From an optimization exercise on the open Yosys and OpenROAD flow, aimed at small area; shortcuts taken in it are not production practice.
Function was checked by simulation only, so behaviour that the tests miss may differ from the original.
Power figures rest on the tool's default switching activity, not on a simulated workload.

==> design/flow/config.mk <==
export PLATFORM = sky130hd
export DESIGN_NAME = fm_voice
export DESIGN_NICKNAME = fm_voice
export VERILOG_FILES = /design/flow/design.v
export SDC_FILE = /design/flow/constraint.sdc
export NUM_CORES = 4
export LEC_CHECK = 0
export ABC_AREA = 1
export CAP_MARGIN = 20
export CORE_MARGIN = 2
export CORE_UTILIZATION = 70
export CTS_BUF_LIST = sky130_fd_sc_hd__clkbuf_16
export CTS_CLUSTER_DIAMETER = 60
export CTS_CLUSTER_SIZE = 30
export PLACE_DENSITY = 0.8
export SLEW_MARGIN = 20
==> design/flow/design.v <==
package synth_pkg;
	localparam int NUM_OPS = 6;
endpackage
module wave_rom
(
	input logic [6:0] addr,
	output logic [6:0] data
);
	logic [6:0] idx;  
	assign idx = addr[6] ? 7'd64 - {1'b0, addr[5:0]} : {1'b0, addr[5:0]};
	always_comb begin
		case (idx)
			7'd0: data = 7'd0;
			7'd1: data = 7'd3;
			7'd2: data = 7'd6;
			7'd3: data = 7'd9;
			7'd4: data = 7'd12;
			7'd5: data = 7'd16;
			7'd6: data = 7'd19;
			7'd7: data = 7'd22;
			7'd8: data = 7'd25;
			7'd9: data = 7'd28;
			7'd10: data = 7'd31;
			7'd11: data = 7'd34;
			7'd12: data = 7'd37;
			7'd13: data = 7'd40;
			7'd14: data = 7'd43;
			7'd15: data = 7'd46;
			7'd16: data = 7'd49;
			7'd17: data = 7'd51;
			7'd18: data = 7'd54;
			7'd19: data = 7'd57;
			7'd20: data = 7'd60;
			7'd21: data = 7'd63;
			7'd22: data = 7'd65;
			7'd23: data = 7'd68;
			7'd24: data = 7'd71;
			7'd25: data = 7'd73;
			7'd26: data = 7'd76;
			7'd27: data = 7'd78;
			7'd28: data = 7'd81;
			7'd29: data = 7'd83;
			7'd30: data = 7'd85;
			7'd31: data = 7'd88;
			7'd32: data = 7'd90;
			7'd33: data = 7'd92;
			7'd34: data = 7'd94;
			7'd35: data = 7'd96;
			7'd36: data = 7'd98;
			7'd37: data = 7'd100;
			7'd38: data = 7'd102;
			7'd39: data = 7'd104;
			7'd40: data = 7'd106;
			7'd41: data = 7'd107;
			7'd42: data = 7'd109;
			7'd43: data = 7'd111;
			7'd44: data = 7'd112;
			7'd45: data = 7'd113;
			7'd46: data = 7'd115;
			7'd47: data = 7'd116;
			7'd48: data = 7'd117;
			7'd49: data = 7'd118;
			7'd50: data = 7'd120;
			7'd51: data = 7'd121;
			7'd52: data = 7'd122;
			7'd53: data = 7'd122;
			7'd54: data = 7'd123;
			7'd55: data = 7'd124;
			7'd56: data = 7'd125;
			7'd57: data = 7'd125;
			7'd58: data = 7'd126;
			7'd59: data = 7'd126;
			7'd60: data = 7'd126;
			7'd61: data = 7'd127;
			7'd62: data = 7'd127;
			7'd63: data = 7'd127;
			7'd64: data = 7'd127;
			default: data = 7'd0;
		endcase
	end
endmodule
module rip_add #(
	parameter int W = 16
) (
	input logic [W-1:0] a,
	input logic [W-1:0] b,
	input logic ci,
	output logic [W-1:0] s,
	output logic co
);
	logic [W:0] c;
	assign c[0] = ci;
	for (genvar i = 0; i < W; i++) begin : g_bit
		assign s[i] = a[i] ^ b[i] ^ c[i];
		assign c[i + 1] = (a[i] & b[i]) | (c[i] & (a[i] ^ b[i]));
	end
	assign co = c[W];
endmodule
module rip_inc #(
	parameter int W = 32
) (
	input logic [W-1:0] a,
	output logic [W-1:0] s
);
	logic [W:0] c;
	assign c[0] = 1'b1;
	for (genvar i = 0; i < W; i++) begin : g_bit
		assign s[i] = a[i] ^ c[i];
		assign c[i + 1] = a[i] & c[i];
	end
endmodule
module voice_mixer
(
	input logic [6:0] mag,
	input logic sgn,
	input logic [15:0] lvl,  
	input logic [18:0] base,
	output logic [18:0] acc_new
);
	logic [26:8] sum;
	logic [15:0] lx;
	assign lx = lvl ^ {16{sgn}};
	logic p1;
	logic p2;
	logic p3;
	logic p4;
	logic p5;
	logic p6;
	logic p7;
	logic p8;
	logic p9;
	logic p10;
	logic p11;
	logic p12;
	logic p13;
	logic p14;
	logic p15;
	logic p16;
	logic p17;
	logic p18;
	logic p19;
	logic p20;
	logic p21;
	logic p22;
	logic p23;
	logic p24;
	logic p25;
	logic p26;
	logic p27;
	logic p28;
	logic p29;
	logic p30;
	logic p31;
	logic p32;
	logic p33;
	logic p34;
	logic p35;
	logic p36;
	logic p37;
	logic p38;
	logic p39;
	logic p40;
	logic p41;
	logic p42;
	logic p43;
	logic p44;
	logic p45;
	logic p46;
	logic p47;
	logic p48;
	logic p49;
	logic p50;
	logic p51;
	logic p52;
	logic p53;
	logic p54;
	logic p55;
	logic p56;
	logic p57;
	logic p58;
	logic p59;
	logic p60;
	logic p61;
	logic p62;
	logic p63;
	logic p64;
	logic p65;
	logic p66;
	logic p67;
	logic p68;
	logic p69;
	logic p70;
	logic p71;
	logic p72;
	logic p73;
	logic p74;
	logic p75;
	logic p76;
	logic p77;
	logic p78;
	logic p79;
	logic p80;
	logic p81;
	logic p82;
	logic p83;
	logic p84;
	logic p85;
	logic p86;
	logic p87;
	logic p88;
	logic p89;
	logic p90;
	logic p91;
	logic p92;
	logic p93;
	logic p94;
	logic p95;
	logic p96;
	logic p97;
	logic p98;
	logic p99;
	logic p100;
	logic p101;
	logic p102;
	logic p103;
	logic p104;
	logic p105;
	logic p106;
	logic p107;
	logic p108;
	logic p109;
	logic p110;
	logic p111;
	logic p112;
	logic p113;
	logic p114;
	logic p115;
	logic p116;
	logic p117;
	logic p118;
	logic p119;
	logic s120;
	logic c121;
	logic s122;
	logic c123;
	logic s124;
	logic c125;
	logic s126;
	logic c127;
	logic s128;
	logic c129;
	logic s130;
	logic c131;
	logic s132;
	logic c133;
	logic s134;
	logic c135;
	logic s136;
	logic c137;
	logic s138;
	logic c139;
	logic s140;
	logic c141;
	logic s142;
	logic c143;
	logic s144;
	logic c145;
	logic s146;
	logic c147;
	logic s148;
	logic c149;
	logic s150;
	logic c151;
	logic s152;
	logic c153;
	logic s154;
	logic c155;
	logic s156;
	logic c157;
	logic s158;
	logic c159;
	logic s160;
	logic c161;
	logic s162;
	logic c163;
	logic s164;
	logic c165;
	logic s166;
	logic c167;
	logic s168;
	logic c169;
	logic s170;
	logic c171;
	logic s172;
	logic c173;
	logic s174;
	logic c175;
	logic s176;
	logic c177;
	logic s178;
	logic c179;
	logic s180;
	logic c181;
	logic s182;
	logic c183;
	logic s184;
	logic c185;
	logic s186;
	logic c187;
	logic s188;
	logic c189;
	logic s190;
	logic c191;
	logic s192;
	logic c193;
	logic s194;
	logic c195;
	logic s196;
	logic c197;
	logic s198;
	logic c199;
	logic s200;
	logic c201;
	logic s202;
	logic c203;
	logic s204;
	logic c205;
	logic s206;
	logic c207;
	logic s208;
	logic c209;
	logic s210;
	logic c211;
	logic s212;
	logic c213;
	logic s214;
	logic c215;
	logic s216;
	logic c217;
	logic s218;
	logic c219;
	logic s220;
	logic c221;
	logic s222;
	logic c223;
	logic s224;
	logic c225;
	logic s226;
	logic c227;
	logic s228;
	logic c229;
	logic s230;
	logic c231;
	logic s232;
	logic c233;
	logic s234;
	logic c235;
	logic s236;
	logic c237;
	logic s238;
	logic c239;
	logic s240;
	logic c241;
	logic s242;
	logic c243;
	logic s244;
	logic c245;
	logic s246;
	logic c247;
	logic s248;
	logic c249;
	logic s250;
	logic c251;
	logic s252;
	logic c253;
	logic s254;
	logic c255;
	logic s256;
	logic c257;
	logic s258;
	logic c259;
	logic s260;
	logic c261;
	logic s262;
	logic c263;
	logic s264;
	logic c265;
	logic s266;
	logic c267;
	logic s268;
	logic c269;
	logic s270;
	logic c271;
	logic s272;
	logic c273;
	logic s274;
	logic c275;
	logic s276;
	logic c277;
	logic s278;
	logic c279;
	logic s280;
	logic c281;
	logic s282;
	logic c283;
	logic s284;
	logic c285;
	logic s286;
	logic c287;
	logic s288;
	logic c289;
	logic s290;
	logic c291;
	logic s292;
	logic c293;
	logic s294;
	logic c295;
	logic s296;
	logic c297;
	logic s298;
	logic c299;
	logic s300;
	logic c301;
	logic s302;
	logic c303;
	logic s304;
	logic c305;
	logic s306;
	logic c307;
	logic s308;
	logic c309;
	logic s310;
	logic c311;
	logic r312;
	logic r313;
	logic r314;
	logic r315;
	logic r316;
	logic r317;
	logic r318;
	logic r319;
	logic r320;
	logic r321;
	logic r322;
	logic r323;
	logic r324;
	logic r325;
	logic u326;
	logic v327;
	logic r328;
	logic r329;
	logic u330;
	logic v331;
	logic r332;
	logic r333;
	logic u334;
	logic v335;
	logic r336;
	logic r337;
	logic u338;
	logic v339;
	logic r340;
	logic r341;
	logic u342;
	logic v343;
	logic r344;
	logic r345;
	logic u346;
	logic v347;
	logic r348;
	logic r349;
	logic u350;
	logic v351;
	logic r352;
	logic r353;
	logic u354;
	logic v355;
	logic r356;
	logic r357;
	logic u358;
	logic v359;
	logic r360;
	logic r361;
	logic u362;
	logic v363;
	logic r364;
	logic r365;
	logic u366;
	logic v367;
	logic r368;
	logic r369;
	logic u370;
	logic v371;
	logic r372;
	logic r373;
	logic u374;
	logic v375;
	assign p1 = mag[0] & lx[0];
	assign p2 = mag[0] & lx[1];
	assign p3 = mag[0] & lx[2];
	assign p4 = mag[0] & lx[3];
	assign p5 = mag[0] & lx[4];
	assign p6 = mag[0] & lx[5];
	assign p7 = mag[0] & lx[6];
	assign p8 = mag[0] & lx[7];
	assign p9 = mag[0] & lx[8];
	assign p10 = mag[0] & lx[9];
	assign p11 = mag[0] & lx[10];
	assign p12 = mag[0] & lx[11];
	assign p13 = mag[0] & lx[12];
	assign p14 = mag[0] & lx[13];
	assign p15 = mag[0] & lx[14];
	assign p16 = ~(mag[0] & lx[15]);
	assign p17 = sgn & mag[0];
	assign p18 = mag[1] & lx[0];
	assign p19 = mag[1] & lx[1];
	assign p20 = mag[1] & lx[2];
	assign p21 = mag[1] & lx[3];
	assign p22 = mag[1] & lx[4];
	assign p23 = mag[1] & lx[5];
	assign p24 = mag[1] & lx[6];
	assign p25 = mag[1] & lx[7];
	assign p26 = mag[1] & lx[8];
	assign p27 = mag[1] & lx[9];
	assign p28 = mag[1] & lx[10];
	assign p29 = mag[1] & lx[11];
	assign p30 = mag[1] & lx[12];
	assign p31 = mag[1] & lx[13];
	assign p32 = mag[1] & lx[14];
	assign p33 = ~(mag[1] & lx[15]);
	assign p34 = sgn & mag[1];
	assign p35 = mag[2] & lx[0];
	assign p36 = mag[2] & lx[1];
	assign p37 = mag[2] & lx[2];
	assign p38 = mag[2] & lx[3];
	assign p39 = mag[2] & lx[4];
	assign p40 = mag[2] & lx[5];
	assign p41 = mag[2] & lx[6];
	assign p42 = mag[2] & lx[7];
	assign p43 = mag[2] & lx[8];
	assign p44 = mag[2] & lx[9];
	assign p45 = mag[2] & lx[10];
	assign p46 = mag[2] & lx[11];
	assign p47 = mag[2] & lx[12];
	assign p48 = mag[2] & lx[13];
	assign p49 = mag[2] & lx[14];
	assign p50 = ~(mag[2] & lx[15]);
	assign p51 = sgn & mag[2];
	assign p52 = mag[3] & lx[0];
	assign p53 = mag[3] & lx[1];
	assign p54 = mag[3] & lx[2];
	assign p55 = mag[3] & lx[3];
	assign p56 = mag[3] & lx[4];
	assign p57 = mag[3] & lx[5];
	assign p58 = mag[3] & lx[6];
	assign p59 = mag[3] & lx[7];
	assign p60 = mag[3] & lx[8];
	assign p61 = mag[3] & lx[9];
	assign p62 = mag[3] & lx[10];
	assign p63 = mag[3] & lx[11];
	assign p64 = mag[3] & lx[12];
	assign p65 = mag[3] & lx[13];
	assign p66 = mag[3] & lx[14];
	assign p67 = ~(mag[3] & lx[15]);
	assign p68 = sgn & mag[3];
	assign p69 = mag[4] & lx[0];
	assign p70 = mag[4] & lx[1];
	assign p71 = mag[4] & lx[2];
	assign p72 = mag[4] & lx[3];
	assign p73 = mag[4] & lx[4];
	assign p74 = mag[4] & lx[5];
	assign p75 = mag[4] & lx[6];
	assign p76 = mag[4] & lx[7];
	assign p77 = mag[4] & lx[8];
	assign p78 = mag[4] & lx[9];
	assign p79 = mag[4] & lx[10];
	assign p80 = mag[4] & lx[11];
	assign p81 = mag[4] & lx[12];
	assign p82 = mag[4] & lx[13];
	assign p83 = mag[4] & lx[14];
	assign p84 = ~(mag[4] & lx[15]);
	assign p85 = sgn & mag[4];
	assign p86 = mag[5] & lx[0];
	assign p87 = mag[5] & lx[1];
	assign p88 = mag[5] & lx[2];
	assign p89 = mag[5] & lx[3];
	assign p90 = mag[5] & lx[4];
	assign p91 = mag[5] & lx[5];
	assign p92 = mag[5] & lx[6];
	assign p93 = mag[5] & lx[7];
	assign p94 = mag[5] & lx[8];
	assign p95 = mag[5] & lx[9];
	assign p96 = mag[5] & lx[10];
	assign p97 = mag[5] & lx[11];
	assign p98 = mag[5] & lx[12];
	assign p99 = mag[5] & lx[13];
	assign p100 = mag[5] & lx[14];
	assign p101 = ~(mag[5] & lx[15]);
	assign p102 = sgn & mag[5];
	assign p103 = mag[6] & lx[0];
	assign p104 = mag[6] & lx[1];
	assign p105 = mag[6] & lx[2];
	assign p106 = mag[6] & lx[3];
	assign p107 = mag[6] & lx[4];
	assign p108 = mag[6] & lx[5];
	assign p109 = mag[6] & lx[6];
	assign p110 = mag[6] & lx[7];
	assign p111 = mag[6] & lx[8];
	assign p112 = mag[6] & lx[9];
	assign p113 = mag[6] & lx[10];
	assign p114 = mag[6] & lx[11];
	assign p115 = mag[6] & lx[12];
	assign p116 = mag[6] & lx[13];
	assign p117 = mag[6] & lx[14];
	assign p118 = ~(mag[6] & lx[15]);
	assign p119 = sgn & mag[6];
	assign s120 = p6 ^ p22;
	assign c121 = p6 & p22;
	assign s122 = p7 ^ p23 ^ p39;
	assign c123 = (p7 & p23) | (p7 & p39) | (p23 & p39);
	assign s124 = p55 ^ p71;
	assign c125 = p55 & p71;
	assign s126 = p8 ^ p24 ^ p40;
	assign c127 = (p8 & p24) | (p8 & p40) | (p24 & p40);
	assign s128 = p56 ^ p72;
	assign c129 = p56 & p72;
	assign s130 = p9 ^ p25 ^ p41;
	assign c131 = (p9 & p25) | (p9 & p41) | (p25 & p41);
	assign s132 = p57 ^ p73 ^ p89;
	assign c133 = (p57 & p73) | (p57 & p89) | (p73 & p89);
	assign s134 = p10 ^ p26 ^ p42;
	assign c135 = (p10 & p26) | (p10 & p42) | (p26 & p42);
	assign s136 = p58 ^ p74 ^ p90;
	assign c137 = (p58 & p74) | (p58 & p90) | (p74 & p90);
	assign s138 = p11 ^ p27 ^ p43;
	assign c139 = (p11 & p27) | (p11 & p43) | (p27 & p43);
	assign s140 = p59 ^ p75 ^ p91;
	assign c141 = (p59 & p75) | (p59 & p91) | (p75 & p91);
	assign s142 = p12 ^ p28 ^ p44;
	assign c143 = (p12 & p28) | (p12 & p44) | (p28 & p44);
	assign s144 = p60 ^ p76 ^ p92;
	assign c145 = (p60 & p76) | (p60 & p92) | (p76 & p92);
	assign s146 = p13 ^ p29 ^ p45;
	assign c147 = (p13 & p29) | (p13 & p45) | (p29 & p45);
	assign s148 = p61 ^ p77 ^ p93;
	assign c149 = (p61 & p77) | (p61 & p93) | (p77 & p93);
	assign s150 = p14 ^ p30 ^ p46;
	assign c151 = (p14 & p30) | (p14 & p46) | (p30 & p46);
	assign s152 = p62 ^ p78 ^ p94;
	assign c153 = (p62 & p78) | (p62 & p94) | (p78 & p94);
	assign s154 = p15 ^ p31 ^ p47;
	assign c155 = (p15 & p31) | (p15 & p47) | (p31 & p47);
	assign s156 = p63 ^ p79 ^ p95;
	assign c157 = (p63 & p79) | (p63 & p95) | (p79 & p95);
	assign s158 = p16 ^ p32 ^ p48;
	assign c159 = (p16 & p32) | (p16 & p48) | (p32 & p48);
	assign s160 = p64 ^ p80 ^ p96;
	assign c161 = (p64 & p80) | (p64 & p96) | (p80 & p96);
	assign s162 = p33 ^ p49 ^ p65;
	assign c163 = (p33 & p49) | (p33 & p65) | (p49 & p65);
	assign s164 = p81 ^ p97;
	assign c165 = p81 & p97;
	assign s166 = p50 ^ p66 ^ p82;
	assign c167 = (p50 & p66) | (p50 & p82) | (p66 & p82);
	assign s168 = p4 ^ p20;
	assign c169 = p4 & p20;
	assign s170 = p5 ^ p21 ^ p37;
	assign c171 = (p5 & p21) | (p5 & p37) | (p21 & p37);
	assign s172 = p53 ^ p69;
	assign c173 = p53 & p69;
	assign s174 = s120 ^ p38 ^ p54;
	assign c175 = (s120 & p38) | (s120 & p54) | (p38 & p54);
	assign s176 = p70 ^ p86 ^ p102;
	assign c177 = (p70 & p86) | (p70 & p102) | (p86 & p102);
	assign s178 = c121 ^ s122 ^ s124;
	assign c179 = (c121 & s122) | (c121 & s124) | (s122 & s124);
	assign s180 = p87 ^ p103 ^ p119;
	assign c181 = (p87 & p103) | (p87 & p119) | (p103 & p119);
	assign s182 = c123 ^ c125 ^ s126;
	assign c183 = (c123 & c125) | (c123 & s126) | (c125 & s126);
	assign s184 = s128 ^ p88 ^ p104;
	assign c185 = (s128 & p88) | (s128 & p104) | (p88 & p104);
	assign s186 = c127 ^ c129 ^ s130;
	assign c187 = (c127 & c129) | (c127 & s130) | (c129 & s130);
	assign s188 = s132 ^ p105 ^ base[0];
	assign c189 = (s132 & p105) | (s132 & base[0]) | (p105 & base[0]);
	assign s190 = c131 ^ c133 ^ s134;
	assign c191 = (c131 & c133) | (c131 & s134) | (c133 & s134);
	assign s192 = s136 ^ p106 ^ base[1];
	assign c193 = (s136 & p106) | (s136 & base[1]) | (p106 & base[1]);
	assign s194 = c135 ^ c137 ^ s138;
	assign c195 = (c135 & c137) | (c135 & s138) | (c137 & s138);
	assign s196 = s140 ^ p107 ^ base[2];
	assign c197 = (s140 & p107) | (s140 & base[2]) | (p107 & base[2]);
	assign s198 = c139 ^ c141 ^ s142;
	assign c199 = (c139 & c141) | (c139 & s142) | (c141 & s142);
	assign s200 = s144 ^ p108 ^ base[3];
	assign c201 = (s144 & p108) | (s144 & base[3]) | (p108 & base[3]);
	assign s202 = c143 ^ c145 ^ s146;
	assign c203 = (c143 & c145) | (c143 & s146) | (c145 & s146);
	assign s204 = s148 ^ p109 ^ base[4];
	assign c205 = (s148 & p109) | (s148 & base[4]) | (p109 & base[4]);
	assign s206 = c147 ^ c149 ^ s150;
	assign c207 = (c147 & c149) | (c147 & s150) | (c149 & s150);
	assign s208 = s152 ^ p110 ^ base[5];
	assign c209 = (s152 & p110) | (s152 & base[5]) | (p110 & base[5]);
	assign s210 = c151 ^ c153 ^ s154;
	assign c211 = (c151 & c153) | (c151 & s154) | (c153 & s154);
	assign s212 = s156 ^ p111 ^ base[6];
	assign c213 = (s156 & p111) | (s156 & base[6]) | (p111 & base[6]);
	assign s214 = c155 ^ c157 ^ s158;
	assign c215 = (c155 & c157) | (c155 & s158) | (c157 & s158);
	assign s216 = s160 ^ p112 ^ base[7];
	assign c217 = (s160 & p112) | (s160 & base[7]) | (p112 & base[7]);
	assign s218 = c159 ^ c161 ^ s162;
	assign c219 = (c159 & c161) | (c159 & s162) | (c161 & s162);
	assign s220 = s164 ^ p113 ^ base[8];
	assign c221 = (s164 & p113) | (s164 & base[8]) | (p113 & base[8]);
	assign s222 = c163 ^ c165 ^ s166;
	assign c223 = (c163 & c165) | (c163 & s166) | (c165 & s166);
	assign s224 = p98 ^ p114 ^ base[9];
	assign c225 = (p98 & p114) | (p98 & base[9]) | (p114 & base[9]);
	assign s226 = c167 ^ p67 ^ p83;
	assign c227 = (c167 & p67) | (c167 & p83) | (p67 & p83);
	assign s228 = p99 ^ p115 ^ base[10];
	assign c229 = (p99 & p115) | (p99 & base[10]) | (p115 & base[10]);
	assign s230 = p84 ^ p100 ^ p116;
	assign c231 = (p84 & p100) | (p84 & p116) | (p100 & p116);
	assign s232 = p3 ^ p19;
	assign c233 = p3 & p19;
	assign s234 = s168 ^ p36 ^ p52;
	assign c235 = (s168 & p36) | (s168 & p52) | (p36 & p52);
	assign s236 = c169 ^ s170 ^ s172;
	assign c237 = (c169 & s170) | (c169 & s172) | (s170 & s172);
	assign s238 = c171 ^ c173 ^ s174;
	assign c239 = (c171 & c173) | (c171 & s174) | (c173 & s174);
	assign s240 = c175 ^ c177 ^ s178;
	assign c241 = (c175 & c177) | (c175 & s178) | (c177 & s178);
	assign s242 = c179 ^ c181 ^ s182;
	assign c243 = (c179 & c181) | (c179 & s182) | (c181 & s182);
	assign s244 = c183 ^ c185 ^ s186;
	assign c245 = (c183 & c185) | (c183 & s186) | (c185 & s186);
	assign s246 = c187 ^ c189 ^ s190;
	assign c247 = (c187 & c189) | (c187 & s190) | (c189 & s190);
	assign s248 = c191 ^ c193 ^ s194;
	assign c249 = (c191 & c193) | (c191 & s194) | (c193 & s194);
	assign s250 = c195 ^ c197 ^ s198;
	assign c251 = (c195 & c197) | (c195 & s198) | (c197 & s198);
	assign s252 = c199 ^ c201 ^ s202;
	assign c253 = (c199 & c201) | (c199 & s202) | (c201 & s202);
	assign s254 = c203 ^ c205 ^ s206;
	assign c255 = (c203 & c205) | (c203 & s206) | (c205 & s206);
	assign s256 = c207 ^ c209 ^ s210;
	assign c257 = (c207 & c209) | (c207 & s210) | (c209 & s210);
	assign s258 = c211 ^ c213 ^ s214;
	assign c259 = (c211 & c213) | (c211 & s214) | (c213 & s214);
	assign s260 = c215 ^ c217 ^ s218;
	assign c261 = (c215 & c217) | (c215 & s218) | (c217 & s218);
	assign s262 = c219 ^ c221 ^ s222;
	assign c263 = (c219 & c221) | (c219 & s222) | (c221 & s222);
	assign s264 = c223 ^ c225 ^ s226;
	assign c265 = (c223 & c225) | (c223 & s226) | (c225 & s226);
	assign s266 = c227 ^ c229 ^ s230;
	assign c267 = (c227 & c229) | (c227 & s230) | (c229 & s230);
	assign s268 = c231 ^ p101 ^ p117;
	assign c269 = (c231 & p101) | (c231 & p117) | (p101 & p117);
	assign s270 = p2 ^ p18;
	assign c271 = p2 & p18;
	assign s272 = s232 ^ p35 ^ p51;
	assign c273 = (s232 & p35) | (s232 & p51) | (p35 & p51);
	assign s274 = c233 ^ s234 ^ p68;
	assign c275 = (c233 & s234) | (c233 & p68) | (s234 & p68);
	assign s276 = c235 ^ s236 ^ p85;
	assign c277 = (c235 & s236) | (c235 & p85) | (s236 & p85);
	assign s278 = c237 ^ s238 ^ s176;
	assign c279 = (c237 & s238) | (c237 & s176) | (s238 & s176);
	assign s280 = c239 ^ s240 ^ s180;
	assign c281 = (c239 & s240) | (c239 & s180) | (s240 & s180);
	assign s282 = c241 ^ s242 ^ s184;
	assign c283 = (c241 & s242) | (c241 & s184) | (s242 & s184);
	assign s284 = c243 ^ s244 ^ s188;
	assign c285 = (c243 & s244) | (c243 & s188) | (s244 & s188);
	assign s286 = c245 ^ s246 ^ s192;
	assign c287 = (c245 & s246) | (c245 & s192) | (s246 & s192);
	assign s288 = c247 ^ s248 ^ s196;
	assign c289 = (c247 & s248) | (c247 & s196) | (s248 & s196);
	assign s290 = c249 ^ s250 ^ s200;
	assign c291 = (c249 & s250) | (c249 & s200) | (s250 & s200);
	assign s292 = c251 ^ s252 ^ s204;
	assign c293 = (c251 & s252) | (c251 & s204) | (s252 & s204);
	assign s294 = c253 ^ s254 ^ s208;
	assign c295 = (c253 & s254) | (c253 & s208) | (s254 & s208);
	assign s296 = c255 ^ s256 ^ s212;
	assign c297 = (c255 & s256) | (c255 & s212) | (s256 & s212);
	assign s298 = c257 ^ s258 ^ s216;
	assign c299 = (c257 & s258) | (c257 & s216) | (s258 & s216);
	assign s300 = c259 ^ s260 ^ s220;
	assign c301 = (c259 & s260) | (c259 & s220) | (s260 & s220);
	assign s302 = c261 ^ s262 ^ s224;
	assign c303 = (c261 & s262) | (c261 & s224) | (s262 & s224);
	assign s304 = c263 ^ s264 ^ s228;
	assign c305 = (c263 & s264) | (c263 & s228) | (s264 & s228);
	assign s306 = c265 ^ s266 ^ base[11];
	assign c307 = (c265 & s266) | (c265 & base[11]) | (s266 & base[11]);
	assign s308 = c267 ^ s268 ^ base[12];
	assign c309 = (c267 & s268) | (c267 & base[12]) | (s268 & base[12]);
	assign s310 = c269 ^ p118 ^ base[13];
	assign c311 = (c269 & p118) | (c269 & base[13]) | (p118 & base[13]);
	assign r312 = (p1 & p17) | (1'b0 & (p1 ^ p17));
	assign r313 = (s270 & p34) | (r312 & (s270 ^ p34));
	assign r314 = (c271 & s272) | (r313 & (c271 ^ s272));
	assign r315 = (c273 & s274) | (r314 & (c273 ^ s274));
	assign r316 = (c275 & s276) | (r315 & (c275 ^ s276));
	assign r317 = (c277 & s278) | (r316 & (c277 ^ s278));
	assign r318 = (c279 & s280) | (r317 & (c279 ^ s280));
	assign r319 = (c281 & s282) | (r318 & (c281 ^ s282));
	assign sum[8] = c283 ^ s284 ^ r319;
	assign r320 = (c283 & s284) | (r319 & (c283 ^ s284));
	assign sum[9] = c285 ^ s286 ^ r320;
	assign r321 = (c285 & s286) | (r320 & (c285 ^ s286));
	assign sum[10] = c287 ^ s288 ^ r321;
	assign r322 = (c287 & s288) | (r321 & (c287 ^ s288));
	assign sum[11] = c289 ^ s290 ^ r322;
	assign r323 = (c289 & s290) | (r322 & (c289 ^ s290));
	assign sum[12] = c291 ^ s292 ^ r323;
	assign r324 = (c291 & s292) | (r323 & (c291 ^ s292));
	assign sum[13] = c293 ^ s294 ^ r324;
	assign r325 = (c293 & s294) | (r324 & (c293 ^ s294));
	assign u326 = c295 ^ s296 ^ 1'b0;
	assign v327 = c295 ^ s296 ^ 1'b1;
	assign sum[14] = r325 ? v327 : u326;
	assign r328 = (c295 & s296) | (1'b0 & (c295 ^ s296));
	assign r329 = (c295 & s296) | (1'b1 & (c295 ^ s296));
	assign u330 = c297 ^ s298 ^ r328;
	assign v331 = c297 ^ s298 ^ r329;
	assign sum[15] = r325 ? v331 : u330;
	assign r332 = (c297 & s298) | (r328 & (c297 ^ s298));
	assign r333 = (c297 & s298) | (r329 & (c297 ^ s298));
	assign u334 = c299 ^ s300 ^ r332;
	assign v335 = c299 ^ s300 ^ r333;
	assign sum[16] = r325 ? v335 : u334;
	assign r336 = (c299 & s300) | (r332 & (c299 ^ s300));
	assign r337 = (c299 & s300) | (r333 & (c299 ^ s300));
	assign u338 = c301 ^ s302 ^ r336;
	assign v339 = c301 ^ s302 ^ r337;
	assign sum[17] = r325 ? v339 : u338;
	assign r340 = (c301 & s302) | (r336 & (c301 ^ s302));
	assign r341 = (c301 & s302) | (r337 & (c301 ^ s302));
	assign u342 = c303 ^ s304 ^ r340;
	assign v343 = c303 ^ s304 ^ r341;
	assign sum[18] = r325 ? v343 : u342;
	assign r344 = (c303 & s304) | (r340 & (c303 ^ s304));
	assign r345 = (c303 & s304) | (r341 & (c303 ^ s304));
	assign u346 = c305 ^ s306 ^ r344;
	assign v347 = c305 ^ s306 ^ r345;
	assign sum[19] = r325 ? v347 : u346;
	assign r348 = (c305 & s306) | (r344 & (c305 ^ s306));
	assign r349 = (c305 & s306) | (r345 & (c305 ^ s306));
	assign u350 = c307 ^ s308 ^ r348;
	assign v351 = c307 ^ s308 ^ r349;
	assign sum[20] = r325 ? v351 : u350;
	assign r352 = (c307 & s308) | (r348 & (c307 ^ s308));
	assign r353 = (c307 & s308) | (r349 & (c307 ^ s308));
	assign u354 = c309 ^ s310 ^ r352;
	assign v355 = c309 ^ s310 ^ r353;
	assign sum[21] = r325 ? v355 : u354;
	assign r356 = (c309 & s310) | (r352 & (c309 ^ s310));
	assign r357 = (c309 & s310) | (r353 & (c309 ^ s310));
	assign u358 = c311 ^ base[14] ^ r356;
	assign v359 = c311 ^ base[14] ^ r357;
	assign sum[22] = r325 ? v359 : u358;
	assign r360 = (c311 & base[14]) | (r356 & (c311 ^ base[14]));
	assign r361 = (c311 & base[14]) | (r357 & (c311 ^ base[14]));
	assign u362 = base[15] ^ 1'b0 ^ r360;
	assign v363 = base[15] ^ 1'b0 ^ r361;
	assign sum[23] = r325 ? v363 : u362;
	assign r364 = (base[15] & 1'b0) | (r360 & (base[15] ^ 1'b0));
	assign r365 = (base[15] & 1'b0) | (r361 & (base[15] ^ 1'b0));
	assign u366 = base[16] ^ 1'b0 ^ r364;
	assign v367 = base[16] ^ 1'b0 ^ r365;
	assign sum[24] = r325 ? v367 : u366;
	assign r368 = (base[16] & 1'b0) | (r364 & (base[16] ^ 1'b0));
	assign r369 = (base[16] & 1'b0) | (r365 & (base[16] ^ 1'b0));
	assign u370 = base[17] ^ 1'b0 ^ r368;
	assign v371 = base[17] ^ 1'b0 ^ r369;
	assign sum[25] = r325 ? v371 : u370;
	assign r372 = (base[17] & 1'b0) | (r368 & (base[17] ^ 1'b0));
	assign r373 = (base[17] & 1'b0) | (r369 & (base[17] ^ 1'b0));
	assign u374 = base[18] ^ 1'b0 ^ r372;
	assign v375 = base[18] ^ 1'b0 ^ r373;
	assign sum[26] = r325 ? v375 : u374;
	assign acc_new = sum[26:8];
endmodule
module fm_voice (
	input logic clk37,
	input logic rst,
	input logic cmd_valid,
	input logic [31:0] cmd_data,
	output logic signed [15:0] sample,
	output logic sample_valid,
	output logic cmd_busy
);
	localparam int NOPS = synth_pkg::NUM_OPS;
	logic [2:0] s;
	logic [2:0] s2;  
	logic [2:0] s3;  
	logic [2:0] s4;  
	logic started;  
	logic z2, z1, z0;  
	logic clr_f;  
	logic clr_e;
	assign s2 = (s >= 3'd4) ? s - 3'd4 : s + 3'd2;
	assign s3 = (s >= 3'd3) ? s - 3'd3 : s + 3'd3;
	assign s4 = (s >= 3'd2) ? s - 3'd2 : s + 3'd4;
	always_ff @(posedge clk37) begin
		if (rst) begin
			s <= 3'd3;
			started <= 1'b0;
			z2 <= 1'b1;
			z1 <= 1'b1;
			z0 <= 1'b1;
		end else begin
			s <= (s == 3'd5) ? 3'd0 : s + 3'd1;
			if (s == 3'd1) started <= 1'b1;
			if (started && s == 3'd3) z2 <= 1'b0;
			z1 <= z2;
			z0 <= z1;
		end
	end
	assign clr_f = rst || (z0 && !started && (s == 3'd3 || s == 3'd4));  
	assign clr_e = z2;
	logic [3:0] words_left;
	logic cur_env;  
	logic [2:0] cur_idx;
	logic gate;
	logic [5:0] mix_mask;
	logic [31:0] fld [1:7];  
	logic [31:0] last_q;  
	logic [2:0] eidx;  
	logic [2:0] fidx;  
	logic last_word;
	logic idx_ok;
	logic wr_env;
	logic wr_freq;
	assign cmd_busy = |words_left;
	assign last_word = cmd_valid && (words_left == 4'd1) && !rst;
	assign idx_ok = !(cur_idx[2] && cur_idx[1]);
	assign wr_env = last_word && idx_ok && cur_env;
	assign wr_freq = last_word && idx_ok && !cur_env;
	always_ff @(posedge clk37) begin
		if (rst) begin
			words_left <= '0;
			gate <= 1'b0;
			mix_mask <= '0;
		end else if (cmd_valid) begin
			if (cmd_busy) begin
				words_left <= words_left - 4'd1;
			end else begin
				cur_env <= cmd_data[31:24] == 8'd1;
				cur_idx <= cmd_data[18:16];
				if (cmd_data[31:24] == 8'd1) words_left <= 4'd8;
				if (cmd_data[31:24] == 8'd3) words_left <= 4'd1;
				if (cmd_data[31:24] == 8'd2) begin
					gate <= cmd_data[0];
					mix_mask <= cmd_data[13:8];
				end
			end
		end
	end
	always_ff @(posedge clk37) begin
		if ((cmd_valid && words_left == 4'd8) || wr_freq) fld[1] <= cmd_data;
		for (int m = 2; m < 8; m++) begin
			if (cmd_valid && words_left == 4'(9 - m)) fld[m] <= cmd_data;
		end
		if (wr_env) last_q <= cmd_data;
		if (wr_env) eidx <= cur_idx;
		if (wr_freq) fidx <= cur_idx;
	end
	logic pend_a, pend_b, pend_r, pend_f;
	logic live0, live3, pa0, pa3, pb3;
	logic pf0, pf2, pf4;
	logic ins_a0, ins_a3, ins_b3, ins_r2;
	assign live0 = wr_env && cur_idx == s;
	assign live3 = wr_env && cur_idx == s3;
	assign pa0 = pend_a && eidx == s;
	assign pa3 = pend_a && eidx == s3;
	assign pb3 = pend_b && eidx == s3;
	assign pf0 = pend_f && fidx == s;
	assign pf2 = pend_f && fidx == s2;
	assign pf4 = pend_f && fidx == s4;
	assign ins_a0 = live0 || pa0;
	assign ins_a3 = live3 || pa3;
	assign ins_b3 = live3 || pb3;
	assign ins_r2 = pend_r && eidx == s2;
	always_ff @(posedge clk37) begin
		if (rst) begin
			pend_a <= 1'b0;
			pend_b <= 1'b0;
			pend_r <= 1'b0;
			pend_f <= 1'b0;
		end else begin
			pend_a <= (wr_env && !live0 && !live3) || (pend_a && !pa0 && !pa3);
			pend_b <= (wr_env && !live3) || (pend_b && !pb3);
			pend_r <= wr_env || (pend_r && !ins_r2);
			pend_f <= wr_freq || (pend_f && !pf0 && !pf2 && !pf4);
		end
	end
	logic [95:0] pa [NOPS];  
	logic [127:0] pb [NOPS];  
	logic [31:0] pr [NOPS];  
	logic [31:0] pf [NOPS];  
	logic [95:0] a_w;
	logic [127:0] b_w;
	assign a_w = {fld[1], fld[2], fld[3]};
	assign b_w = {fld[4], fld[5], fld[6], fld[7]};
	logic keep_a0, keep_a3, keep_b3, keep_r2, keep_f0, keep_f2, keep_f4;
	assign keep_a0 = !ins_a0 && !clr_e;
	assign keep_a3 = !ins_a3 && !clr_e;
	assign keep_b3 = !ins_b3 && !clr_e;
	assign keep_r2 = !ins_r2 && !clr_e;
	assign keep_f0 = !pf0 && !clr_f;
	assign keep_f2 = !pf2 && !clr_f;
	assign keep_f4 = !pf4 && !clr_f;
	always_ff @(posedge clk37) begin
		pa[0] <= pa[1];
		pa[1] <= pa[2];
		pa[2] <= ({96{ins_a3}} & a_w) | ({96{keep_a3}} & pa[3]);
		pa[3] <= pa[4];
		pa[4] <= pa[5];
		pa[5] <= ({96{ins_a0}} & a_w) | ({96{keep_a0}} & pa[0]);
		pr[0] <= pr[1];
		pr[1] <= ({32{ins_r2}} & last_q) | ({32{keep_r2}} & pr[2]);
		pr[2] <= pr[3];
		pr[3] <= pr[4];
		pr[4] <= pr[5];
		pr[5] <= pr[0];
		pb[0] <= pb[1];
		pb[1] <= pb[2];
		pb[2] <= ({128{ins_b3}} & b_w) | ({128{keep_b3}} & pb[3]);
		pb[3] <= pb[4];
		pb[4] <= pb[5];
		pb[5] <= pb[0];
		pf[0] <= pf[1];
		pf[1] <= ({32{pf2}} & fld[1]) | ({32{keep_f2}} & pf[2]);
		pf[2] <= pf[3];
		pf[3] <= ({32{pf4}} & fld[1]) | ({32{keep_f4}} & pf[4]);
		pf[4] <= pf[5];
		pf[5] <= ({32{pf0}} & fld[1]) | ({32{keep_f0}} & pf[0]);
	end
	logic [2:0] st_r [NOPS];
	logic [31:0] cnt_r [NOPS];
	logic [31:0] amp_r [NOPS];
	logic [31:0] ph_r [NOPS];
	logic gate_d1, gate_d2;
	always_ff @(posedge clk37) begin
		gate_d1 <= gate;
		gate_d2 <= gate_d1;
	end
	logic [15:0] ph_lo;
	logic ph_c, ph_cq;
	logic [2:0] st1;
	logic [15:0] isel1;
	logic [15:0] amp_lo;
	logic amp_c, amp_cq;
	rip_add #(16) ph_lo_add (
		.a(z1 ? 16'd0 : ph_r[1][15:0]),
		.b(pf[1][15:0]),
		.ci(1'b0),
		.s(ph_lo),
		.co(ph_c)
	);
	assign st1 = z1 ? 3'd0 : st_r[1];
	assign isel1 = ({16{st1 == 3'd1}} & pa[1][47:32]) | ({16{st1 == 3'd2}} & pb[1][111:96]) |
		({16{st1 == 3'd3}} & pb[1][47:32]) | ({16{st1[2]}} & pr[1][15:0]);
	rip_add #(16) amp_lo_add (
		.a(st1 == 3'd3 ? 16'd0 : amp_r[1][15:0]),
		.b(isel1),
		.ci(1'b0),
		.s(amp_lo),
		.co(amp_c)
	);
	always_ff @(posedge clk37) begin
		ph_cq <= ph_c;
		amp_cq <= amp_c;
	end
	logic [15:0] ph_hi;
	rip_add #(16) ph_hi_add (
		.a(z0 ? 16'd0 : ph_r[0][31:16]),
		.b(pf[0][31:16]),
		.ci(ph_cq),
		.s(ph_hi),
		.co()
	);
	logic [31:0] at_time, at_inc, de_time, de_inc, su_time, su_lvl, re_time, re_inc;
	assign {at_time, at_inc, de_time} = pa[0];
	assign {de_inc, su_time, su_lvl, re_time} = pb[0];
	assign re_inc = pr[0];
	logic [2:0] st;
	logic is_i, is_s, is_r;
	logic [31:0] tsel, amp_sum, cnt_inc;
	logic [15:0] isel0;
	logic eq, tr;
	logic [2:0] nst;
	logic [31:0] ncnt, namp;
	assign st = z0 ? 3'd0 : st_r[0];
	assign is_i = st == 3'd0;
	assign is_s = st == 3'd3;
	assign is_r = !(is_i || st == 3'd1 || st == 3'd2 || is_s);
	logic sel_a, sel_d, sel_s, sel_r;
	assign sel_a = st == 3'd1;
	assign sel_d = st == 3'd2;
	assign sel_s = is_s;
	assign sel_r = st[2];
	assign tsel = ({32{sel_a}} & at_time) | ({32{sel_d}} & de_time) | ({32{sel_s}} & su_time) | ({32{sel_r}} & re_time);
	assign isel0 = ({16{sel_a}} & at_inc[31:16]) | ({16{sel_d}} & de_inc[31:16]) |
		({16{sel_s}} & su_lvl[31:16]) | ({16{sel_r}} & re_inc[31:16]);
	assign eq = cnt_r[0] == tsel;
	rip_add #(16) amp_hi_add (
		.a(sel_s ? 16'd0 : amp_r[0][31:16]),
		.b(isel0),
		.ci(amp_cq),
		.s(amp_sum[31:16]),
		.co()
	);
	assign amp_sum[15:0] = amp_r[0][15:0];
	rip_inc #(32) cnt_inc_add (
		.a(cnt_r[0]),
		.s(cnt_inc)
	);
	assign tr = is_r ? (eq || amp_sum[31]) : (eq || !gate_d2);
	always_comb begin
		if (is_i) nst = {2'b00, gate_d2};
		else if (!tr) nst = st;
		else if (is_r) nst = 3'd0;
		else if (gate_d2) nst = st + 3'd1;
		else nst = 3'd4;
	end
	assign ncnt = (is_i || tr) ? 32'd0 : cnt_inc;
	assign namp = (is_i || (is_r && tr)) ? 32'd0 : amp_sum;
	always_ff @(posedge clk37) begin
		for (int k = 0; k < NOPS - 1; k++) begin
			st_r[k] <= st_r[k + 1];
			cnt_r[k] <= cnt_r[k + 1];
			amp_r[k] <= amp_r[k + 1];
			ph_r[k] <= ph_r[k + 1];
		end
		ph_r[0][15:0] <= ph_lo;
		amp_r[0][15:0] <= amp_lo;
		st_r[NOPS - 1] <= nst;
		cnt_r[NOPS - 1] <= ncnt;
		amp_r[NOPS - 1] <= namp;
		ph_r[NOPS - 1] <= {ph_hi, ph_r[0][15:0]};
	end
	logic [6:0] rom_data;
	logic [6:0] mag;
	logic sgn;
	logic [18:0] acc;
	logic [18:0] acc_new;
	wave_rom wave_rom_inst (
		.addr(ph_hi[14:8]),
		.data(rom_data)
	);
	always_ff @(posedge clk37) begin
		mag <= mix_mask[s] ? rom_data : 7'd0;
		sgn <= mix_mask[s] && ph_hi[15];
	end
	voice_mixer voice_mixer_inst (
		.mag(mag),
		.sgn(sgn),
		.lvl(amp_r[NOPS - 1][31:16]),
		.base((s == 3'd1) ? 19'd426752 : acc),
		.acc_new(acc_new)
	);
	always_ff @(posedge clk37) begin
		acc <= acc_new;
	end
	assign sample = acc[18:3];
	assign sample_valid = started && s == 3'd1;
endmodule
==> design/flow/flow/run.sh <==
#!/bin/bash
# The standard layout (standard.sh), except that clock tree synthesis adds
# no dummy loads to balance the tree. The full tool output goes to standard.log
# here and to the ORFS logs under orfs/logs.
set -e
cd "$(dirname "$0")/.."
export BUFFER_PORTS_ARGS="-buffer_cell sky130_fd_sc_hd__buf_1"
export REMOVE_ABC_BUFFERS=1
export CTS_ARGS="-sink_clustering_enable -repair_clock_nets -dont_use_dummy_load -sink_clustering_size 30 -sink_clustering_max_diameter 60 -buf_list sky130_fd_sc_hd__clkbuf_16"
bash standard.sh > standard.log 2>&1
==> design/flow/standard.sh <==
#!/bin/bash
# synth_recipe.tcl (not shown) runs the flow's synth.tcl, then flattens the netlist and writes it again
# the make line also repeats each setting of config.mk as NAME=value (left out here)
make -C /OpenROAD-flow-scripts/flow DESIGN_CONFIG=/design/flow/config.mk WORK_HOME=/design/flow/orfs CLKGATE_MAP_FILE= SYNTH_SCRIPT=/design/flow/synth_recipe.tcl "${@:-finish}"
==> design/flow/constraint.sdc <==
create_clock -name core_clock -period 10.0 [get_ports {clk37}]
set_input_delay 2.0000 -clock core_clock [delete_from_list [all_inputs] [get_ports {clk37}]]
set_output_delay 2.0000 -clock core_clock [all_outputs]
set_load 0.01 [all_outputs]
==> impl_metrics.py, run 1 <==
metrics = {
    "status": {
        "status": "timing/DRC/antenna clean",
    },
    "synth": {
        "yosysSeqAreaShare_pct": 77.3,
        "synthArstFlopShare_pct": 0,
        "synth-seq-cells": 2641,
        "synthesis.area_mm2": 0.0719,
        "synthAdderAreaFrac_pct": 5.68,
        "netlist_top_cells_area": "dfxtp_1 66%, edfxtp_1 11%, nand2_1 4.7%",
        "synth-simple-area-share_pct": 9.06,
        "avgSynthCellArea_um2": 12.7,
        "synth_top_family_by_area": "simple AND/OR/NAND/NOR gates",
        "synth_warnings": 20,
        "synth_edf_count": 266,
        "synth_top_cell_area_share_pct": 66.2,
        "synth_top_area_cell": "dfxtp_1",
        "synth_compound_area_share_pct": 3.53,
        "synthMuxAreaShare_pct": 0,
        "synth.distinct_cells": 49,
        "syn_inst": 5647,
        "synth-main-ff-cell": "dfxtp_1",
        "synth_xor_area_share_pct": 0.364,
    },
    "place": {
        "place_congestion": 0.863,
        "port_buffers": 52,
        "hpwlAfterDp_mm": 86.4,
        "dp_slack_ns": -0.786,
        "placed_area_mm2": 0.0738,
    },
    "grt": {
        "use_met2_pct": 41.1,
        "antenna_found_initial": 9,
        "grt_pass1_vias": 38100,
        "track_usage_pct": 26.9,
        "grt-ovfl-total": 0,
        "met1_usage_pct": 39.4,
        "grt-busiest-layer": "met2",
        "grt_first_pass_wirelength_mm": 218,
        "grt_max_degree": 127,
        "grt_use_met3_pct": 5.57,
    },
    "clock_tree": {
        "worstSkewPairLatency_ns": 0.75,
        "cts_root_buf": "clkbuf_16",
        "cts_max_level": 3,
        "clk_pin_slew_worst_paths_ns": 0.10,
        "cts_buffers": 121,
        "cts_setup_buffers": 0,
        "cts_tree": "done",
        "clk_path_buf_depth": 3,
        "cts_sinks": 2641,
    },
    "floorplan": {
        "core_mm2": 0.102,
        "die_h_um": 324,
        "die_w_um": 324,
        "rows": 117,
        "ios": 53,
        "die_area_mm2": 0.105,
        "initial_core_util_pct": 70.6,
    },
    "setup_path": {
        "crit_slowest_cell": "fa_1",
        "worstReg2RegStart": "sgn$_DFF_P_",
        "critPathKind": "register to register",
        "cp.required_ns": 10.59,
        "timing.rr.end": "acc[18]$_DFF_P_",
        "cp_max_fo": 8,
        "max_stage_delay_ns": 0.56,
        "critPathTopFamily": "adder cells",
        "critPathLaunchType": "register",
        "cpMostUsedCell": "fa_2",
        "crit_cells": 34,
        "startpoint": "sgn$_DFF_P_",
        "reg2reg_slack_ns": 0.41,
        "path_buf_inv": 5,
        "rr_worst_depth": 34,
        "endpoint_kind": "register",
        "cp.arrival_ns": 10.18,
        "cp-endpoint": "acc[18]$_DFF_P_",
    },
    "finish": {
        "fin_nets": 5992,
        "design_area_mm2": 0.0769,
        "area_delta_synth_final_pct": 6.96,
        "fillCellCount": 6110,
        "final_common_cell": "dfxtp_1",
        "multi_input_area_mm2": 0.0136,
        "regArea_mm2": 0.0555,
        "antenna_cells": 0,
        "final_cell_mix": "2374 x dfxtp_1, 890 x nand2_1, 516 x inv_1, 347 x nand3_1, 324 x o21ai_0",
        "drive_above_1_share_pct": 5.26,
    },
    "worst_hold_path": {
        "min_from": "pb[0][110]$_DFF_P_",
        "hp-class": "register to register",
    },
    "pwr": {
        "power_uw": 16200,
        "leakagePower_uw": 0.0309,
        "power_density_mw_per_mm2": 211,
        "peakVddDrop_v": 0.000201,
    },
    "drt": {
        "wl_per_cell_um": 19.9,
        "drtPass1Iterations": 6,
        "drc_errors": 0,
        "vias": 37700,
        "finalWirelength_mm": 141,
        "final_antenna_net_count": 0,
        "drt_iter0_drc": 3489,
        "vias_per_cell": 5.31,
    },
    "timing": {
        "relSlewSlack_pct": 21.9,
        "tightest_slew_ns": 1.17,
        "fin_setup_tns_ns": 0,
        "setup_slack_ns": 0.412,
        "setup_viol": 0,
        "fmaxAchievable_mhz": 104,
        "fin_crit_ns": 9.59,
        "min_period_over_period_pct": 95.9,
        "final_max_slew_viol_count": 0,
        "skew_ns": 0.114,
        "hold_viol": 0,
        "rsz0062_at_grt": "yes",
    },
    "run": {
        "maxCapViolations": 0,
    },
}
## kinds of logic after synthesis
kind of cell	after synthesis
XOR/XNOR	29
AO/OA/AOI/OAI	460
adder cells (fa/ha/maj)	229
flip-flops	2641
buffers and inverters	726
AND/OR/NAND/NOR	1562
## Yosys cell counts, types with 14 or more instances
cell type,count
o21ai_1,20
dfxtp_1,2375
o21ai_0,326
buf_4,29
a21oi_1,31
nand3_1,350
buf_1,14
a221oi_1,27
ha_1,67
o22ai_1,22
inv_1,517
nand2_1,896
xnor2_1,17
fa_1,162
nand4_1,40
buf_2,55
or2_2,20
nor2_1,236
edfxtp_1,266
clkbuf_1,92
## timing repair
| action | in CTS | in global routing |
|---|---|---|
| hold buffers | 0 | 0 |
| pin swaps | 4 | 8 |
| gates resized for setup | 14 | 8 |
| setup endpoints to repair | 5 | 4 |
## worst min-delay path by stage
stage | to | slack [ns] | cells past startpoint
after global routing | pb[4][111]$_DFF_P_ | 0.27 | 0
final | pb[5][110]$_DFF_P_ | 0.27 | 0
after detailed placement | cnt_r[3][7]$_DFF_P_ | 0.31 | 0
after global placement | pb[5][34]$_DFF_P_ | 0.31 | 0
after floorplan | amp_r[0][16]$_DFF_P_ | 0.31 | 0
after CTS | pb[5][110]$_DFF_P_ | 0.27 | 0
## layer usage
layer  wire length, um  vias to the layer above
li1                  -                    17800
met1             63900                    18500
met2             63000                     1125
met3             10600                      225
met4              3410                        4
met5                25                        -
## layout make-up
type	instances	area share, %
clock buffer	121	3.94
multi-input combinational	2280	17.7
inverter	530	2.60
tap	1368	2.23
sequential	2641	72.3
timing repair buffer	154	1.30
## metrics by stage
stage / hold WS, ns / util, % / instances
after detailed placement: 0.312 / 72.5 / 6973
after global placement: 0.310 / 72.5 / 6973
final: 0.269 / 75.5 / 7094
after CTS: 0.272 / 75.5 / 7094
after global routing: 0.269 / 75.5 / 7094
after floorplan: 0.310 / - / 5451
## power by group
part	internal, uW	switching, uW	leakage (uW)
Combinational	113	256	0.00785
Sequential	10700	20.7	0.0215
Clock	2150	2970	0.00149
Total	13000	3250	0.0309
## state kept, by name, summed over array words and instances (netlist names), 4 cells and up
signal      count
acc            19
amp_r         192
cnt_r         192
fld           224
last_q         32
mag             7
mix_mask        6
pa            576
pb            768
pf            192
ph_r          192
pr            192
st_r           18
words_left      4
==> run 2, diff against run 1 <==
--- a/design/flow/flow/run.sh
+++ b/design/flow/flow/run.sh
@@ -5,6 +5,4 @@
 set -e
 cd "$(dirname "$0")/.."
-export BUFFER_PORTS_ARGS="-buffer_cell sky130_fd_sc_hd__buf_1"
-export REMOVE_ABC_BUFFERS=1
 export CTS_ARGS="-sink_clustering_enable -repair_clock_nets -dont_use_dummy_load -sink_clustering_size 30 -sink_clustering_max_diameter 60 -buf_list sky130_fd_sc_hd__clkbuf_16"
 bash standard.sh > standard.log 2>&1
==> run 2 against run 1 <==
Against the previous run:
- still clean on timing, DRC and antenna
- global-route usage rose by 0.66 points
- utilization up 0.20 points
- hold slack worse by 0.0058 ns
- clock skew down 0.011 ns
- clock-buffer cell count decreased by 3
- largest power group unchanged
- first-iteration DRC count grew 3.3%
==> impl_metrics.py, run 2 <==
metrics = {
    "status": {
        "status": "timing/DRC/antenna clean",
    },
    "place": {
        "hpwlAfterDp_mm": 90.7,
        "port_buffers": 52,
        "place_congestion": 0.887,
        "placed_area_mm2": 0.0740,
        "place_inst": 6964,
    },
    "timing": {
        "fmaxAchievable_mhz": 103,
        "setup_viol": 0,
        "final_max_slew_viol_count": 0,
        "tightest_slew_ns": 1.17,
        "rsz0062_at_grt": "yes",
        "hold_ws_ns": 0.263,
        "relSlewSlack_pct": 21.8,
        "min_period_over_period_pct": 96.8,
        "hold_viol": 0,
        "skew_ns": 0.102,
        "fin_crit_ns": 9.68,
    },
    "finish": {
        "instances_no_fill": 7084,
        "final_cell_mix": "2375 x dfxtp_1, 891 x nand2_1, 516 x inv_1, 347 x nand3_1, 324 x o21ai_0",
        "design_area_mm2": 0.0771,
        "top_register": "pb",
        "reg_top3": "pb: 768 flops, pa: 576 flops, fld: 224 flops",
        "antenna_cells": 0,
        "final_common_cell": "dfxtp_1",
        "post-route-util_pct": 75.7,
        "largest_register_ffs": 768,
        "area_delta_synth_final_pct": 7.24,
        "fillCellCount": 6010,
        "drive_above_1_share_pct": 5.07,
        "fin_nets": 5982,
    },
    "grt": {
        "grt_pass1_vias": 37600,
        "grt_max_degree": 99,
        "track_usage_pct": 27.6,
        "grt_first_pass_wirelength_mm": 221,
        "antenna_found_initial": 9,
        "grt-ovfl-total": 0,
    },
    "clock_tree": {
        "clk_pin_slew_worst_paths_ns": 0.09,
        "cts_sinks": 2641,
        "worstSkewPairLatency_ns": 0.73,
        "clk_path_buf_depth": 3,
        "cts_max_level": 3,
        "cts_buffers": 118,
        "cts_setup_buffers": 0,
        "ctsHoldBuffers": 0,
        "cts_tree": "done",
        "cts_root_buf": "clkbuf_16",
    },
    "setup_path": {
        "cp_max_fo": 15,
        "rr_worst_depth": 34,
        "cpMostUsedCell": "fa_2",
        "worstReg2RegStart": "sgn$_DFF_P_",
        "critPathLaunchType": "register",
        "critPathKind": "register to register",
        "max_stage_delay_ns": 0.54,
        "cp.arrival_ns": 10.22,
        "cp.required_ns": 10.54,
        "reg2reg_slack_ns": 0.32,
        "endpoint_kind": "register",
        "timing.rr.end": "acc[18]$_DFF_P_",
        "crit_slowest_cell": "fa_1",
    },
    "synth": {
        "synthesis.area_mm2": 0.0719,
        "synthTopCellsByCount": "2375 x dfxtp_1, 896 x nand2_1, 517 x inv_1, 350 x nand3_1, 326 x o21ai_0",
        "avgSynthCellArea_um2": 12.7,
        "synth_edf_count": 266,
        "netlist_top_cells_area": "dfxtp_1 66%, edfxtp_1 11%, nand2_1 4.7%",
        "synth_top_cell_area_share_pct": 66.2,
        "synth-main-ff-cell": "dfxtp_1",
        "synth.distinct_cells": 49,
        "yosysMostFrequentCell": "dfxtp_1",
        "yosysSeqAreaShare_pct": 77.3,
        "synthArstFlopShare_pct": 0,
        "syn_inst": 5647,
        "synth_warnings": 20,
        "synth_top_area_cell": "dfxtp_1",
        "synth-seq-cells": 2641,
    },
    "worst_hold_path": {
        "min_from": "amp_r[4][16]$_DFF_P_",
        "holdPathEnd": "amp_r[3][16]$_DFF_P_",
        "hp-class": "register to register",
        "worstHoldPathCells": 0,
    },
    "drt": {
        "vias": 37800,
        "vias_per_cell": 5.33,
        "drt_iter0_drc": 3603,
        "final_antenna_net_count": 0,
        "drc_errors": 0,
        "drtPass1Iterations": 5,
        "finalWirelength_mm": 144,
        "wl_per_cell_um": 20.3,
    },
    "floorplan": {
        "die_w_um": 324,
        "ios": 53,
        "core_mm2": 0.102,
        "initial_core_util_pct": 70.6,
        "die_h_um": 324,
        "die_area_mm2": 0.105,
        "rows": 117,
    },
    "run": {
        "maxCapViolations": 0,
    },
    "pwr": {
        "leakagePower_uw": 0.0309,
        "peakVddDrop_v": 0.000189,
        "power_density_mw_per_mm2": 210,
    },
}
## run 2: cell counts after synthesis
No cell type changed its count.
## run 2: per-stage QoR
step                      worst slack (ns)  setup TNS (ns)  power (uW)
after floorplan                     0.0186               0       11200
after CTS                          0.00881               0       16200
after global routing               -0.0206         -0.0206       16700
after detailed placement            -0.276          -0.557       11400
after global placement              -0.159          -0.284       11400
final                                0.323               0       16200
## run 2: layer usage
layer | up-vias | routed length, um | track usage, % | share of wire [%]
met4 | 2 | 3230 | 6.68 | 2.2
met3 | 220 | 11200 | 4.18 | 7.8
met2 | 1204 | 63300 | 41.7 | 44
met5 | - | 13 | 0 | 0.0090
li1 | 17800 | - | - | -
met1 | 18500 | 65900 | 42.3 | 46
## run 2: repair_timing
| action | in CTS | in global routing |
|---|---|---|
| cloned | 0 | 0 |
| resized for setup | 1 | 6 |
| pin swaps | 8 | 10 |
| endpoints found under the setup margin | 3 | 19 |
## run 2: critical path, delay by kind of cell, from the launching register on
family / cells / cell delay [ns]
and+or+nand+nor: 4 / 0.54
DFF: 1 / 0.32
AOI/OAI and AO/OA: 2 / 0.16
xor gates and xnor gates: 1 / 0.12
buffers and inverters: 5 / 0.35
adders and majority gates: 22 / 8.05
## run 2: cell type report
type                            instances  area (um^2)  area share [%]
Timing Repair Buffer                  147         1270            1.65
Clock buffer                          118         2950            3.83
Inverter                              530         2000            2.59
Multi-Input combinational cell       2280        13600            17.6
Sequential cell                      2641        55500            72.1
Tap cell                             1368         1710            2.22
## run 2: cell families (layout without fill, tap and decap cells)
kind of cell | count (synthesis) | in the layout | share of synthesized area [%]
buf+inv | 726 | 795 | 4.09
flops | 2641 | 2641 | 77.3
fa+ha+maj | 229 | 229 | 5.68
simple gates | 1562 | 1562 | 9.06
compound gates | 460 | 460 | 3.53
xor+xnor | 29 | 29 | 0.364
## run 2: where the power goes
| part | internal, uW | switching [uW] |
|---|---|---|
| clock | 2100 | 2930 |
| sequential | 10700 | 21.8 |
| combinational | 155 | 262 |
## run 2: worst max-delay path by stage
| stage | depth (start not counted) | slack (ns) | to | startpoint |
|---|---|---|---|---|
| after global placement | 36 | -0.16 | acc[18]$_DFF_P_ | sgn$_DFF_P_ |
| after global routing | 36 | -0.02 | acc[18]$_DFF_P_ | sgn$_DFF_P_ |
| after floorplan | 35 | 0.02 | acc[18]$_DFF_P_ | sgn$_DFF_P_ |
| after CTS | 36 | 0.009 | acc[18]$_DFF_P_ | sgn$_DFF_P_ |
| final | 34 | 0.32 | acc[18]$_DFF_P_ | sgn$_DFF_P_ |
| after detailed placement | 34 | -0.28 | acc[18]$_DFF_P_ | sgn$_DFF_P_ |
==> run 3, diff against run 2 <==
--- a/design/flow/flow/run.sh
+++ b/design/flow/flow/run.sh
@@ -5,4 +5,5 @@
 set -e
 cd "$(dirname "$0")/.."
+export BUFFER_PORTS_ARGS="-buffer_cell sky130_fd_sc_hd__buf_1"
 export CTS_ARGS="-sink_clustering_enable -repair_clock_nets -dont_use_dummy_load -sink_clustering_size 30 -sink_clustering_max_diameter 60 -buf_list sky130_fd_sc_hd__clkbuf_16"
 bash standard.sh > standard.log 2>&1
==> design/flow/config.mk (replaced) <==
export PLATFORM = sky130hd
export DESIGN_NAME = fm_voice
export DESIGN_NICKNAME = fm_voice
export VERILOG_FILES = /design/flow/design.v
export SDC_FILE = /design/flow/constraint.sdc
export NUM_CORES = 4
export LEC_CHECK = 0
export ABC_AREA = 1
export CAP_MARGIN = 20
export CORE_MARGIN = 2
export CORE_UTILIZATION = 75
export PLACE_DENSITY = 0.85
export SLEW_MARGIN = 20
==> run 3 against run 2 <==
Against the previous run:
- clock-buffer cell count down 4
- setup slack lost 0.12 ns
- highest routed layer unchanged
- wire length increased by 10%
- critical path depth is 5 lower
- critical endpoint is now cnt_r[5][3]$_SDFF_PP0_
- largest power group unchanged
- via count up 4.8%
==> impl_metrics.py, run 3 <==
metrics = {
    "setup_path": {
        "startpoint": "z0$_SDFF_PP1_",
        "cp_max_fo": 30,
        "crit_slowest_cell": "fa_1",
        "cp.arrival_ns": 10.45,
        "cpMostUsedCell": "fa_1",
        "worstReg2RegStart": "z0$_SDFF_PP1_",
        "critPathKind": "register to register",
        "max_stage_delay_ns": 0.51,
        "cp.required_ns": 10.65,
        "path_buf_inv": 4,
        "critPathLaunchType": "register",
        "endpoint_kind": "register",
        "critPathTopFamily": "adder cells",
    },
    "clock_tree": {
        "clk_pin_slew_worst_paths_ns": 0.11,
        "clk_path_buf_depth": 3,
        "cts_root_buf": "clkbuf_16",
        "cts_max_level": 3,
        "cts_tree": "done",
        "cts_buffers": 114,
        "worstSkewPairLatency_ns": 0.74,
        "ctsHoldBuffers": 0,
        "cts_sinks": 2641,
    },
    "drt": {
        "vias": 39600,
        "drt_iter0_drc": 4228,
        "vias_per_cell": 5.68,
        "finalWirelength_mm": 158,
        "drc_errors": 0,
        "wl_per_cell_um": 22.7,
        "drtPass1Iterations": 7,
        "final_antenna_net_count": 0,
    },
    "grt": {
        "track_usage_pct": 32.5,
        "grt-ovfl-total": 0,
        "antenna_found_initial": 4,
        "grt_max_degree": 101,
        "grt_pass1_vias": 41000,
        "grt_first_pass_wirelength_mm": 240,
    },
    "pwr": {
        "leakagePower_uw": 0.0307,
        "power_density_mw_per_mm2": 210,
        "peakVddDrop_v": 0.000201,
    },
    "synth": {
        "yosysSeqAreaShare_pct": 77.3,
        "avgSynthCellArea_um2": 12.7,
        "synth_top_cell_area_share_pct": 66.2,
        "synth_edf_count": 266,
        "synth-seq-cells": 2641,
        "yosysMostFrequentCell": "dfxtp_1",
        "synthTopCellsByCount": "2375 x dfxtp_1, 896 x nand2_1, 517 x inv_1, 350 x nand3_1, 326 x o21ai_0",
        "netlist_top_cells_area": "dfxtp_1 66%, edfxtp_1 11%, nand2_1 4.7%",
        "syn_inst": 5647,
        "synthesis.area_mm2": 0.0719,
        "synth_warnings": 20,
        "synthArstFlopShare_pct": 0,
        "synth-main-ff-cell": "dfxtp_1",
        "synth.distinct_cells": 49,
        "synth_top_area_cell": "dfxtp_1",
    },
    "timing": {
        "final_max_slew_viol_count": 0,
        "min_period_over_period_pct": 98.0,
        "tightest_slew_ns": 1.15,
        "setup_slack_ns": 0.200,
        "relSlewSlack_pct": 23.3,
        "hold_viol": 0,
        "skew_ns": 0.106,
        "fmaxAchievable_mhz": 102,
        "fin_crit_ns": 9.80,
        "setup_viol": 0,
        "rsz0062_at_grt": "no",
    },
    "place": {
        "hpwlAfterDp_mm": 96.0,
        "port_buffers": 52,
        "place_congestion": 0.890,
        "dp_slack_ns": -0.343,
        "placed_area_mm2": 0.0736,
    },
    "finish": {
        "final_cell_mix": "2374 x dfxtp_1, 889 x nand2_1, 517 x inv_1, 347 x nand3_1, 323 x o21ai_0",
        "design_area_mm2": 0.0765,
        "fin_nets": 5974,
        "regArea_mm2": 0.0555,
        "final_common_cell": "dfxtp_1",
        "reg_top3": "pb: 768 flops, pa: 576 flops, fld: 224 flops",
        "fillCellCount": 4821,
        "top_register": "pb",
        "largest_register_ffs": 768,
        "drive_above_1_share_pct": 4.99,
        "multi_input_area_mm2": 0.0136,
        "area_delta_synth_final_pct": 6.48,
    },
    "floorplan": {
        "rows": 113,
        "die_area_mm2": 0.0983,
        "ios": 53,
        "initial_core_util_pct": 75.6,
        "core_mm2": 0.0950,
        "die_w_um": 314,
        "die_h_um": 314,
    },
    "status": {
        "status": "timing/DRC/antenna clean",
    },
    "worst_hold_path": {
        "min_from": "pb[5][126]$_DFF_P_",
        "hp-class": "register to register",
    },
    "run": {
        "maxCapViolations": 0,
    },
}
run 3: cell counts after synthesis:
No cell type changed its count.
run 3: repair_timing:
item                                    CTS  global route
endpoints found under the setup margin   38            66
pin swaps                                 6            16
buffers inserted                          0             2
resized for setup                         6            15
run 3: kinds of logic (layout without fill, tap and decap cells):
| logic type | Yosys count | count (layout) | synth area share (%) |
|---|---|---|---|
| DFF | 2641 | 2641 | 77.3 |
| and+or+nand+nor | 1562 | 1562 | 9.06 |
| buffers and inverters | 726 | 787 | 4.09 |
| AOI/OAI and AO/OA | 460 | 460 | 3.53 |
| adders and majority gates | 229 | 229 | 5.68 |
| xor gates and xnor gates | 29 | 29 | 0.364 |
| other | 0 | 1 | 0 |
run 3: stage by stage:
step	setup TNS, ns	total power [uW]	utilization, %	hold WS (ns)	instances
finish	0	16100	80.5	0.280	6974
global route	0	16500	80.5	0.279	6974
CTS	0	16100	80.5	0.284	6971
detailed placement	-0.766	11300	77.4	0.312	6857
global placement	-0.236	11300	77.4	0.309	6857
floorplan	0	11200	-	0.310	5647
run 3: final cells by class:
type                            instances  share of cell area, %
Clock buffer                          114                   3.73
Timing Repair Buffer                  143                   1.20
Antenna cell                            1                0.00327
Tap cell                             1265                   2.07
Sequential cell                      2641                   72.6
Multi-Input combinational cell       2280                   17.8
Inverter                              530                   2.61
run 3: power breakdown:
part / switching [uW] / total (uW) / internal, uW
clock: 2960 / 5000 / 2030
sequential: 23.4 / 10700 / 10700
combinational: 258 / 369 / 111
run 3: final timing paths:
path              cells after the start                     end  slack [ns]
setup / recovery                     29  cnt_r[5][3]$_SDFF_PP0_        0.20
hold / removal                        0      pb[4][126]$_DFF_P_        0.28
setup reg to reg                     29  cnt_r[5][3]$_SDFF_PP0_        0.20
hold reg to reg                       0      pb[4][126]$_DFF_P_        0.28
run 3: worst register-to-register path, delay by kind of cell, from the launching register on:
kind,cells,cell delay [ns]
AO/OA/AOI/OAI,1,0.23
adder cells (fa/ha/maj),17,7.31
AND/OR/NAND/NOR,5,0.84
XOR/XNOR,2,0.37
flip-flops,1,0.35
buffers and inverters,4,0.60
run 3: routing by layer:
layer	part of all wire [%]	wire, um	GRT usage [%]
met2	47	73800	51.9
met5	0.0082	13	0
met1	41	64600	45.2
met3	8.6	13600	5.86
met4	3.8	6040	11.9

re-timing with driven ports:
No port has a modelled driver above. Below, the same layouts with a new extraction and two added sets of constraints.
Step 1 assumes that a clkbuf_16 drives the clock port and a buf_2 every other input.
Step 2 moves the port delays by t, midway between the first and last clock arrival at a register: inputs arrive t later, outputs are due t later. That takes back most of the time a late clock gives input paths.
Three values: ideal ports, drivers, drivers and shift; two values: the first two.
| run | shift t [ns] | slack for setup (ns) | hold slack, ns | cell pins on the clock port's net |
|---|---|---|---|---|
| run 1 | 0.765 | 0.412 / 0.412 / 0.412 | 0.269 / 0.269 / 0.269 | 1 |
| run 2 | 0.754 | 0.323 / 0.323 / 0.323 | 0.263 / 0.263 / 0.263 | 1 |
| run 3 | 0.768 | 0.200 / 0.200 / 0.200 | 0.280 / 0.280 / 0.280 | 1 |
After both steps setup and hold are still met in every run listed.
